Source: an optimization exercise on an open RTL-to-GDS flow (aim: small area, a short achievable clock period and few clock cycles per item). Production flows keep margins and buffers that such runs may drop. Only simulation tests tie the RTL to the original design; equivalence was not proved. Power is estimated from default activity; no workload was simulated.

==> flow/design.v <==
`timescale 1ns/1ps
package apu_pkg;
   localparam int NB_CORES = 4;
   localparam int NB_TYPES = 2;
   localparam int TAG_W    = $clog2(NB_CORES);
   localparam int MULT_LATENCY = 3;
   localparam int DIV_LATENCY  = 34;
   typedef logic [31:0]         word_t;
   typedef logic [TAG_W-1:0]    core_tag_t;
   typedef logic [NB_CORES-1:0] core_mask_t;
   typedef logic [1:0] op_t;
   typedef enum logic [$clog2(NB_TYPES)-1:0] {
      APU_MULT,
      APU_DIV
   } apu_type_e;
   typedef enum logic [1:0] {
      MUL_LO,
      MUL_H,
      MUL_HSU,
      MUL_HU
   } mult_op_e;
   typedef enum logic [1:0] {
      DIV_S,
      DIV_U,
      REM_S,
      REM_U
   } div_op_e;
endpackage
`timescale 1ns/1ps
module apu_core_unit #(
   parameter int ADD_ARCH = 0
) (
   input  logic        clk_i,
   input  logic        rst_i,
   input  logic        req_i,
   input  logic        type_i,
   input  logic [1:0]  op_i,
   input  logic [31:0] operand_a_i,
   input  logic [31:0] operand_b_i,
   output logic        ack_o,
   output logic        valid_o,
   output logic [31:0] result_o
);
   logic        ph_neg_q;    
   logic        ph_div_q;    
   logic        ph_mul_q;    
   logic        ph_fin_q;    
   logic        busy;
   logic [4:0]  cnt_q;
   logic        ack_q;
   logic        valid_q;
   logic        dneg_q;      
   logic        ext_q;       
   logic        rem_q;       
   logic        neg_q_q;     
   logic        neg_r_q;     
   logic        hi_q;        
   logic        uhi_q;       
   logic        xs_div_q;    
   logic        mx_r_q;      
   logic        mx_nq_q;     
   logic        mx_nr_q;     
   logic        p0_d_q;      
   logic        p0_2d_q;     
   logic        p0_neg_q;    
   logic        p1_d_q;      
   logic        p1_2d_q;     
   logic        p1_neg_q;    
   logic        cin_q;       
   logic        q_mhi_q;     
   logic [32:0] r_q;
   logic [31:0] q_q;
   logic [31:0] d_q;
   assign busy = ph_neg_q | ph_div_q | ph_mul_q | ph_fin_q;
   logic [36:0] d_ext;
   logic [36:0] pp0;
   logic [36:0] pp1;
   logic [36:0] m_x;
   logic [36:0] csa_s;
   logic [36:0] csa_c;
   logic [36:0] a_op;
   logic [36:0] b_op;
   logic [36:0] sum;
   logic [37:0] sum_c;
   assign d_ext = {{5{ext_q}}, d_q};
   assign pp0 = (({37{p0_d_q}} & d_ext) | ({37{p0_2d_q}} & {d_ext[35:0], 1'b0})) ^ {37{p0_neg_q}};
   assign pp1 = (({37{p1_d_q}} & {d_ext[34:0], 2'b00}) | ({37{p1_2d_q}} & {d_ext[33:0], 3'b000}))
              ^ {37{p1_neg_q}};
   assign m_x = ({37{mx_r_q}}  & {{4{r_q[32]}}, r_q})
              | ({37{mx_nq_q}} & ~{5'b00000, q_q})
              | ({37{mx_nr_q}} & ~{5'b00000, r_q[31:0]});
   assign csa_s = m_x ^ pp0 ^ pp1;
   assign csa_c = {(m_x[35:0] & pp0[35:0]) | (m_x[35:0] & pp1[35:0]) | (pp0[35:0] & pp1[35:0]),
                   p1_neg_q};
   assign a_op = xs_div_q ? {4'b0000, r_q[31:0], q_q[31]} : csa_s;
   assign b_op = xs_div_q ? ~{5'b00000, d_q}               : csa_c;
   apu_prefix_add #(.W(38), .ARCH(ADD_ARCH)) add_i (
      .a_i ({a_op, cin_q}),
      .b_i ({b_op, cin_q}),
      .s_o (sum_c)
   );
   assign sum = sum_c[37:1];
   logic        ok;          
   logic [31:0] d_suf;       
   logic [47:0] x16;         
   logic [35:0] x4;          
   logic        skip16;
   logic        skip4;
   assign ok = ~sum[36];
   always_comb begin
      d_suf = d_q;
      for (int s = 1; s < 32; s = s * 2) begin
         d_suf = d_suf | (d_suf >> s);
      end
   end
   assign x16 = {r_q[31:0], q_q[31:16]};
   assign x4  = {r_q[31:0], q_q[31:28]};
   always_comb begin
      skip16 = d_suf[0] & (cnt_q <= 5'd16) & ~|x16[47:31];
      skip4  = d_suf[0] & (cnt_q <= 5'd28) & ~|x4[35:31];
      for (int p = 0; p < 31; p++) begin
         skip16 = skip16 & (~x16[p] | d_suf[p+1]);
         skip4  = skip4  & (~x4[p]  | d_suf[p+1]);
      end
   end
   logic last_div;
   logic last_mul;
   assign last_div = skip16 ? (cnt_q == 5'd16) : skip4 ? (cnt_q == 5'd28) : (cnt_q == 5'd31);
   assign last_mul = (cnt_q == 5'd28);
   function automatic logic [2:0] booth(input logic b1, input logic b0, input logic bm1);
      booth[2] = b1;
      booth[1] = (b1 & ~b0 & ~bm1) | (~b1 & b0 & bm1);
      booth[0] = b0 ^ bm1;
   endfunction
   logic [2:0] bd0_in, bd1_in;     
   logic [2:0] bd0_nxt, bd1_nxt;   
   assign bd0_in  = booth(operand_a_i[1], operand_a_i[0], 1'b0);
   assign bd1_in  = booth(operand_a_i[3], operand_a_i[2], operand_a_i[1]);
   assign bd0_nxt = booth(q_q[5], q_q[4], q_q[3]);
   assign bd1_nxt = booth(q_q[7], q_q[6], q_q[5]);
   logic in_sdiv;
   assign in_sdiv = type_i & ~op_i[0];
   logic fin_div;
   logic fin_mul;
   assign fin_div = rem_q | neg_q_q;
   assign fin_mul = uhi_q & q_q[3];
   always_ff @(posedge clk_i) begin
      if (rst_i) begin
         ph_neg_q <= 1'b0;
         ph_div_q <= 1'b0;
         ph_mul_q <= 1'b0;
         ph_fin_q <= 1'b0;
         ack_q    <= 1'b0;
         valid_q  <= 1'b0;
      end else begin
         ack_q   <= 1'b0;
         valid_q <= 1'b0;
         if (!busy) begin
            if (req_i) begin
               ack_q    <= 1'b1;
               ph_neg_q <= in_sdiv & operand_a_i[31];
               ph_div_q <= type_i & ~(in_sdiv & operand_a_i[31]);
               ph_mul_q <= ~type_i;
            end
         end
         if (ph_neg_q) begin
            ph_neg_q <= 1'b0;
            ph_div_q <= 1'b1;
         end
         if (ph_div_q && last_div) begin
            ph_div_q <= 1'b0;
            ph_fin_q <= fin_div;
            valid_q  <= ~fin_div;
         end
         if (ph_mul_q && last_mul) begin
            ph_mul_q <= 1'b0;
            ph_fin_q <= fin_mul;
            valid_q  <= ~fin_mul;
         end
         if (ph_fin_q) begin
            ph_fin_q <= 1'b0;
            valid_q  <= 1'b1;
         end
      end
   end
   always_ff @(posedge clk_i) begin
      xs_div_q <= 1'b0;
      mx_r_q   <= 1'b0;
      mx_nq_q  <= 1'b0;
      mx_nr_q  <= 1'b0;
      p0_d_q   <= 1'b0;
      p0_2d_q  <= 1'b0;
      p0_neg_q <= 1'b0;
      p1_d_q   <= 1'b0;
      p1_2d_q  <= 1'b0;
      p1_neg_q <= 1'b0;
      cin_q    <= 1'b0;
      q_mhi_q  <= 1'b0;
      if (!busy) begin
         if (type_i) begin
            if (in_sdiv & operand_a_i[31]) begin
               mx_nq_q <= 1'b1;
               cin_q   <= 1'b1;
            end else begin
               xs_div_q <= 1'b1;
               cin_q    <= ~(in_sdiv & operand_b_i[31]);
            end
         end else begin
            mx_r_q   <= 1'b1;
            p0_d_q   <= bd0_in[0];
            p0_2d_q  <= bd0_in[1];
            p0_neg_q <= bd0_in[2];
            cin_q    <= bd0_in[2];
            p1_d_q   <= bd1_in[0];
            p1_2d_q  <= bd1_in[1];
            p1_neg_q <= bd1_in[2];
         end
      end
      if (ph_neg_q) begin
         xs_div_q <= 1'b1;
         cin_q    <= ~dneg_q;
      end
      if (ph_div_q) begin
         if (last_div) begin
            mx_r_q  <= rem_q & ~neg_r_q;
            mx_nr_q <= rem_q & neg_r_q;
            mx_nq_q <= ~rem_q;
            cin_q   <= ~rem_q | neg_r_q;
         end else begin
            xs_div_q <= 1'b1;
            cin_q    <= ~dneg_q;
         end
      end
      if (ph_mul_q) begin
         mx_r_q <= 1'b1;
         if (last_mul) begin
            p0_d_q <= 1'b1;
         end else begin
            p0_d_q   <= bd0_nxt[0];
            p0_2d_q  <= bd0_nxt[1];
            p0_neg_q <= bd0_nxt[2];
            cin_q    <= bd0_nxt[2];
            p1_d_q   <= bd1_nxt[0];
            p1_2d_q  <= bd1_nxt[1];
            p1_neg_q <= bd1_nxt[2];
            q_mhi_q  <= hi_q & (cnt_q == 5'd24);
         end
      end
   end
   always_ff @(posedge clk_i) begin
      if (!busy) begin
         cnt_q <= '0;
      end else if (ph_mul_q) begin
         cnt_q <= cnt_q + 5'd4;
      end else if (ph_div_q) begin
         cnt_q <= cnt_q + (skip16 ? 5'd16 : skip4 ? 5'd4 : 5'd1);
      end
   end
   logic [31:0] r_div_pre;
   logic [31:0] q_div_pre;
   logic        take;
   assign take = ok & ~skip16 & ~skip4;
   always_comb begin
      if (skip16) begin
         r_div_pre = x16[31:0];
         q_div_pre = {q_q[15:0], 16'h0000};
      end else if (skip4) begin
         r_div_pre = x4[31:0];
         q_div_pre = {q_q[27:0], 4'h0};
      end else begin
         r_div_pre = {r_q[30:0], q_q[31]};
         q_div_pre = {q_q[30:0], 1'b0};
      end
   end
   always_ff @(posedge clk_i) begin
      if (!busy) begin
         r_q     <= '0;
         q_q     <= operand_a_i;
         d_q     <= (in_sdiv & operand_b_i[31]) ? ~operand_b_i : operand_b_i;
         dneg_q  <= in_sdiv & operand_b_i[31];
         ext_q   <= ~type_i & (op_i == apu_pkg::MUL_H) & operand_b_i[31];
         rem_q   <= op_i[1];
         hi_q    <= op_i != apu_pkg::MUL_LO;
         uhi_q   <= op_i == apu_pkg::MUL_HU;
         neg_r_q <= in_sdiv & operand_a_i[31];
         neg_q_q <= in_sdiv & (operand_a_i[31] ^ operand_b_i[31]) & (|operand_b_i);
      end else begin
         if (ph_mul_q) begin
            r_q <= sum[36:4];
            q_q <= q_mhi_q ? sum[35:4] : {sum[3:0], q_q[31:4]};
         end
         if (ph_div_q) begin
            r_q <= {1'b0, take ? sum[31:0] : r_div_pre};
            q_q <= {q_div_pre[31:1], q_div_pre[0] | take};
         end
         if (ph_neg_q || ph_fin_q) begin
            q_q <= sum[31:0];
         end
      end
   end
   assign ack_o    = ack_q;
   assign valid_o  = valid_q;
   assign result_o = q_q;
endmodule
`timescale 1ns/1ps
module apu_prefix_add #(
   parameter int W    = 36,
   parameter int ARCH = 0
) (
   input  logic [W-1:0] a_i,
   input  logic [W-1:0] b_i,
   output logic [W-1:0] s_o
);
   localparam int L = $clog2(W);
   logic [W-1:0] g0, p0;
   logic [W-1:0] g [0:2*L];
   logic [W-1:0] p [0:2*L];
   assign g0 = a_i & b_i;
   assign p0 = a_i ^ b_i;
   always_comb begin
      for (int l = 0; l <= 2 * L; l++) begin
         g[l] = '0;
         p[l] = '0;
      end
      g[0] = g0;
      p[0] = p0;
      if (ARCH == 0) begin
         for (int l = 0; l < L; l++) begin
            g[l+1] = g[l];
            p[l+1] = p[l];
            for (int i = 0; i < W; i++) begin
               if (((i >> l) & 1) == 1) begin
                  g[l+1][i] = g[l][i] | (p[l][i] & g[l][((i >> l) << l) - 1]);
                  p[l+1][i] = p[l][i] & p[l][((i >> l) << l) - 1];
               end
            end
         end
         for (int l = L; l < 2 * L; l++) begin
            g[l+1] = g[l];
            p[l+1] = p[l];
         end
      end else if (ARCH == 1) begin
         for (int l = 0; l < L; l++) begin
            g[l+1] = g[l];
            p[l+1] = p[l];
            for (int i = (2 << l) - 1; i < W; i += (2 << l)) begin
               g[l+1][i] = g[l][i] | (p[l][i] & g[l][i - (1 << l)]);
               p[l+1][i] = p[l][i] & p[l][i - (1 << l)];
            end
         end
         for (int l = L - 2; l >= 0; l--) begin
            g[2*L-1-l] = g[2*L-2-l];
            p[2*L-1-l] = p[2*L-2-l];
            for (int i = 3 * (1 << l) - 1; i < W; i += (2 << l)) begin
               g[2*L-1-l][i] = g[2*L-2-l][i] | (p[2*L-2-l][i] & g[2*L-2-l][i - (1 << l)]);
               p[2*L-1-l][i] = p[2*L-2-l][i] & p[2*L-2-l][i - (1 << l)];
            end
         end
         g[2*L] = g[2*L-1];
         p[2*L] = p[2*L-1];
      end else begin
         for (int l = 0; l < L; l++) begin
            g[l+1] = g[l];
            p[l+1] = p[l];
            for (int i = (1 << l); i < W; i++) begin
               g[l+1][i] = g[l][i] | (p[l][i] & g[l][i - (1 << l)]);
               p[l+1][i] = p[l][i] & p[l][i - (1 << l)];
            end
         end
         for (int l = L; l < 2 * L; l++) begin
            g[l+1] = g[l];
            p[l+1] = p[l];
         end
      end
   end
   assign s_o = p0 ^ {g[2*L][W-2:0], 1'b0};
endmodule
`timescale 1ns/1ps
module apu_cluster (
   input  logic         clk_i,
   input  logic         rst_i,
   input  logic [3:0]   req_i,
   input  logic [3:0]   type_i,
   input  logic [7:0]   op_i,
   input  logic [127:0] operand_a_i,
   input  logic [127:0] operand_b_i,
   output logic [3:0]   ack_o,
   output logic [3:0]   valid_o,
   output logic [127:0] result_o
);
   for (genvar c = 0; c < apu_pkg::NB_CORES; c++) begin : g_core
      apu_core_unit unit_i (
         .clk_i       (clk_i),
         .rst_i       (rst_i),
         .req_i       (req_i[c]),
         .type_i      (type_i[c]),
         .op_i        (op_i[2*c +: 2]),
         .operand_a_i (operand_a_i[32*c +: 32]),
         .operand_b_i (operand_b_i[32*c +: 32]),
         .ack_o       (ack_o[c]),
         .valid_o     (valid_o[c]),
         .result_o    (result_o[32*c +: 32])
      );
   end
endmodule
==> flow/run.sh <==
#!/bin/bash
# synth_recipe.tcl (not shown) runs the flow's synth.tcl, then flattens the netlist and writes it again
# the make line also repeats each setting of config.mk as NAME=value (left out here)
make -C /OpenROAD-flow-scripts/flow DESIGN_CONFIG=/design/flow/config.mk WORK_HOME=/design/flow/orfs CLKGATE_MAP_FILE= SYNTH_SCRIPT=/design/flow/synth_recipe.tcl finish
==> flow/config.mk <==
export PLATFORM = sky130hd
export DESIGN_NAME = apu_cluster
export DESIGN_NICKNAME = apu_cluster
export VERILOG_FILES = /design/flow/design.v
export SDC_FILE = /design/flow/constraint.sdc
export NUM_CORES = 4
export LEC_CHECK = 0
export CAP_MARGIN = 20
export CORE_MARGIN = 2
export CORE_UTILIZATION = 40
export PLACE_DENSITY = 0.6
export SETUP_SLACK_MARGIN = 5
export SLEW_MARGIN = 20
==> flow/constraint.sdc <==
create_clock -name core_clock -period 9.0 [get_ports {clk_i}]
set_input_delay 1.8000 -clock core_clock [delete_from_list [all_inputs] [get_ports {clk_i}]]
set_output_delay 1.8000 -clock core_clock [all_outputs]
set_load 0.01 [all_outputs]
==> run notes <==
final cells by class:
| class | instances | share of cell area (%) |
|---|---|---|
| multi-input cells | 5084 | 57.3 |
| flip-flops and latches | 508 | 18.3 |
| repair buffers | 1217 | 16.3 |
| well taps | 1742 | 3.01 |
| clock buffers | 100 | 2.79 |
| inverters | 341 | 1.84 |
| clock inverters | 31 | 0.480 |
| diodes | 7 | 0.0242 |
registers in the layout (all words and copies together), names as in the netlist, 20 cells and up:
name	count
g_core.unit_i.cnt_q	20
g_core.unit_i.r_q	132
g_core.unit_i.d_q	128
g_core.unit_i.q_q	128
stage by stage:
stage	util (%)	instances	setup WS, ps
after CTS	52.0	8741	4360
after global placement	45.0	8198	2950
after detailed placement	45.0	8198	3050
final	55.9	9030	4310
after floorplan	-	6470	4690
after global routing	55.8	9024	4200
cell families (layout without fill, tap and decap cells):
kind of cell / Yosys count / in the layout
flops: 508 / 508
fa+ha+maj: 332 / 332
mux: 476 / 481
buf+inv: 894 / 1689
xor+xnor: 532 / 532
simple gates: 1398 / 1407
other cells: 1 / 135
compound gates: 2202 / 2204
layer usage:
layer	GRT usage, %	up-vias
li1	-	25000
met1	48.9	28200
met2	54.6	4351
met3	11.9	1190
met4	21.2	28
met5	0	-
power by group:
| part | switching [mW] | internal [mW] | leakage, nW |
|---|---|---|---|
| logic | 11.0 | 8.18 | 22.0 |
| clock network | 1.28 | 1.75 | 1.15 |
| registers | 0.964 | 2.98 | 4.74 |
how the worst max path moves through the flow:
stage                        startpoint                  endpoint  cells past startpoint
2_1_floorplan   g_core[0].unit_i.p0_d_q  g_core[0].unit_i.q_q[28]                     20
3_3_place_gp   g_core[0].unit_i.mx_nq_q  g_core[0].unit_i.r_q[30]                     16
3_5_place_dp   g_core[2].unit_i.mx_nq_q  g_core[2].unit_i.r_q[29]                     16
4_1_cts        g_core[1].unit_i.r_q[20]  g_core[1].unit_i.q_q[28]                     20
5_1_grt         g_core[0].unit_i.d_q[5]  g_core[0].unit_i.r_q[18]                     22
6_report       g_core[0].unit_i.q_q[21]  g_core[0].unit_i.r_q[18]                     20
layout by cell type (no fill, tap or decap), types with 50 or more instances in the layout:
master and n:
o211ai_1 81, nor3_1 143, nor2_1 393, buf_6 122, nand2_1 380, mux2i_1 425, a211oi_1 111, o21ai_0 295
a21oi_1 506, nand3_1 50, a22oi_2 64, clkbuf_16 89, a21oi_2 99, a22o_1 91, fa_1 155, edfxtp_1 284
nand2b_1 55, clkdlybuf4s50_1 409, buf_4 598, xnor2_1 197, nor4_1 51, ha_1 125, a22oi_1 216, xor2_1 256
o21ai_1 66, nor2b_1 50, conb_1 128, dfxtp_1 136, o22ai_1 66, inv_1 295, a31oi_1 51
repair_timing:
item / in CTS / in global routing
setup buffers: 388 / 263
gates cloned: 24 / 18
setup endpoints to repair: 290 / 272
hold buffers: 0 / 0
gates resized for setup: 720 / 578
pin swaps: 277 / 367
==> impl_metrics.py <==
metrics = {
    "yosys": {
        "synth_top_family_by_area": "compound AO/OA/AOI/OAI gates",
        "synth_xor_area_share_pct": 8.91,
        "yosysSeqAreaShare_pct": 24.9,
        "avgSynthCellArea_sq_um": 8.25,
        "syn_area_sq_um": 52300,
        "synth_common_cells": "a21oi_1 (633), mux2i_1 (448), nor2_1 (423)",
        "synthFlopType": "edfxtp_1",
        "synth_cell_types": 97,
        "ys.warnings.count": 4,
        "synth_top_cell_by_area": "edfxtp_1",
        "synthMuxAreaShare_pct": 9.18,
        "synth_top_area_share_pct": 16.3,
        "synth_area_leaders": "edfxtp_1 (16%), dfxtp_1 (8.6%), mux2i_1 (8.6%), fa_1 (6.4%), a21oi_1 (6.1%)",
        "yosysMostFrequentCell": "a21oi_1",
        "synth_cells": 6343,
        "ys_ff_latch": 508,
        "synth_edf_count": 284,
        "yosys.area_share.simple_pct": 12.5,
        "synth_fa_ha_area_share_pct": 10.4,
        "ys_async_sr_fraction_pct": 0,
        "synth_compound_area_share_pct": 27.6,
    },
    "global_routing": {
        "grt_max_degree": 78,
        "antenna_found_initial": 19,
        "grt_pass1_vias": 53600,
        "grtUsageTotal_pct": 37.5,
        "grt_pass1_wl_mm": 373,
        "grt.overflow.total": 0,
    },
    "power": {
        "power_mw": 26.2,
        "ir_drop_mv": 0.226,
        "leakage_nw": 27.9,
        "power_density_nw_per_um2": 362,
    },
    "place": {
        "dp_hpwl_mm": 174,
        "portBuffers": 409,
        "placed_area_sq_um": 58400,
        "gp_congestion": 1.01,
    },
    "final_layout": {
        "num-fill-cells": 11800,
        "fin_area_sq_um": 72400,
        "area_growth_pct": 38.4,
        "drive_above_1_share_pct": 25.3,
        "multiInputGateArea_sq_um": 41500,
        "finalNetCount": 7830,
        "regArea_sq_um": 13200,
    },
    "setup_path": {
        "required_ps": 9530,
        "end_kind": "register",
        "r2r_start": "g_core[0].unit_i.q_q[21]",
        "path_buf_inv": 7,
        "cp_cell_sequence": "inv_1 > a22o_1 > a21oi_1 > fa_1 > mux2i_1 > ha_1 > and4_2 > nand2_1 > a211oi_2 > o211ai_1 > buf_4 > buf_6 > o211ai_1 > nor4b_4 > buf_4 > buf_6 > clkbuf_16 > buf_6 > mux2i_1 > a21oi_1",
        "worst-r2r-setup-slack_ps": 4310,
        "worstSetupStartpointType": "register",
        "crit_family": "buffers and inverters",
        "max_stage_delay_ps": 500,
        "critPathKind": "reg2reg",
        "worst_ep_arrival_time_ps": 5220,
        "path_max_fanout": 5,
        "r2r_end": "g_core[0].unit_i.r_q[18]",
        "cp_common_cell": "buf_6",
        "cp_slowest_cell": "fa_1",
        "r2r_cells": 20,
    },
    "drt": {
        "route.met2.wl_mm": 111,
        "top_layer_used": "met5",
        "avgRoutedWirePerCell_microns": 29.7,
        "avgViaCountPerCell": 6.51,
        "ant_nets": 0,
        "num_vias": 58700,
        "drtIter0Drc": 8383,
        "wl_met1_mm": 102,
        "drc_errors": 0,
        "wl_met3_mm": 34.6,
        "finalWirelength_mm": 268,
        "drtPass1Iterations": 7,
    },
    "clock_tree": {
        "root_buffer": "clkbuf_16",
        "cts_buffers": 72,
        "htree_num_levels": 3,
        "clock_latency_ps": 690,
        "clk_path_buf_depth": 3,
        "cts.sinks": 508,
        "cts_tree": "done",
        "clkSlewWorstSetupHoldPaths_ps": 60,
    },
    "floorplanning": {
        "coreArea_sq_um": 130000,
        "die_area_sq_um": 134000,
        "die_h_microns": 366,
        "fp.dieW_microns": 366,
        "start_util_pct": 40.3,
        "io_pins": 410,
        "num_rows": 132,
    },
    "hold_path": {
        "holdCritStartpoint": "g_core[2].unit_i.ph_fin_q",
        "min_path_cells": 1,
        "hold_path.class": "reg2reg",
        "hold_path_end": "g_core[2].unit_i.ph_fin_q",
    },
    "sta": {
        "finalMaxSlewViolations": 0,
        "period_share_pct": 52.1,
        "holdWs_ps": 493,
        "final.min_clock_period_ps": 4690,
        "slew_headroom_pct": 25.4,
        "setup_violations": 0,
        "final_hold_viol_count": 0,
        "max_freq_mhz": 213,
        "tightestPinTransition_ps": 1120,
        "tns_ps": 0,
        "skew_ps": 23.7,
        "rsz0062_at_grt": "yes",
    },
    "status": {
        "outcome": "complete, no violations",
    },
    "job": {
        "maxCapViolCount": 0,
    },
}
Testbench counts, summed over its fixed seeds: cycles 9,279, jobs 3,072.

## what the ideal ports hide
No port has a modelled driver above. Below, the same layout with a new extraction and two added sets of constraints. Step 1 sets driving cells, clkbuf_16 on the clock port and buf_2 on the other inputs (assumed; they add their load-dependent delay and slew). Step 2 adds t to the input delays and takes it off the output delays; t is the mean of the earliest and latest rising clock arrival at the registers after step 1. Input paths then give back, and output paths get back, about the clock's delay inside the block. a / b / c = ideal / step 1 / step 2; a / b = the first two.
shift t [ns]: 0.752
setup slack, ns: 4.312 / 4.312 / 4.312
pins driven straight from the clock port: 1
After both steps this run still meets setup and hold. The setup slack of this run moves by 0.000 ns with the drivers and by 0.000 ns with both steps.
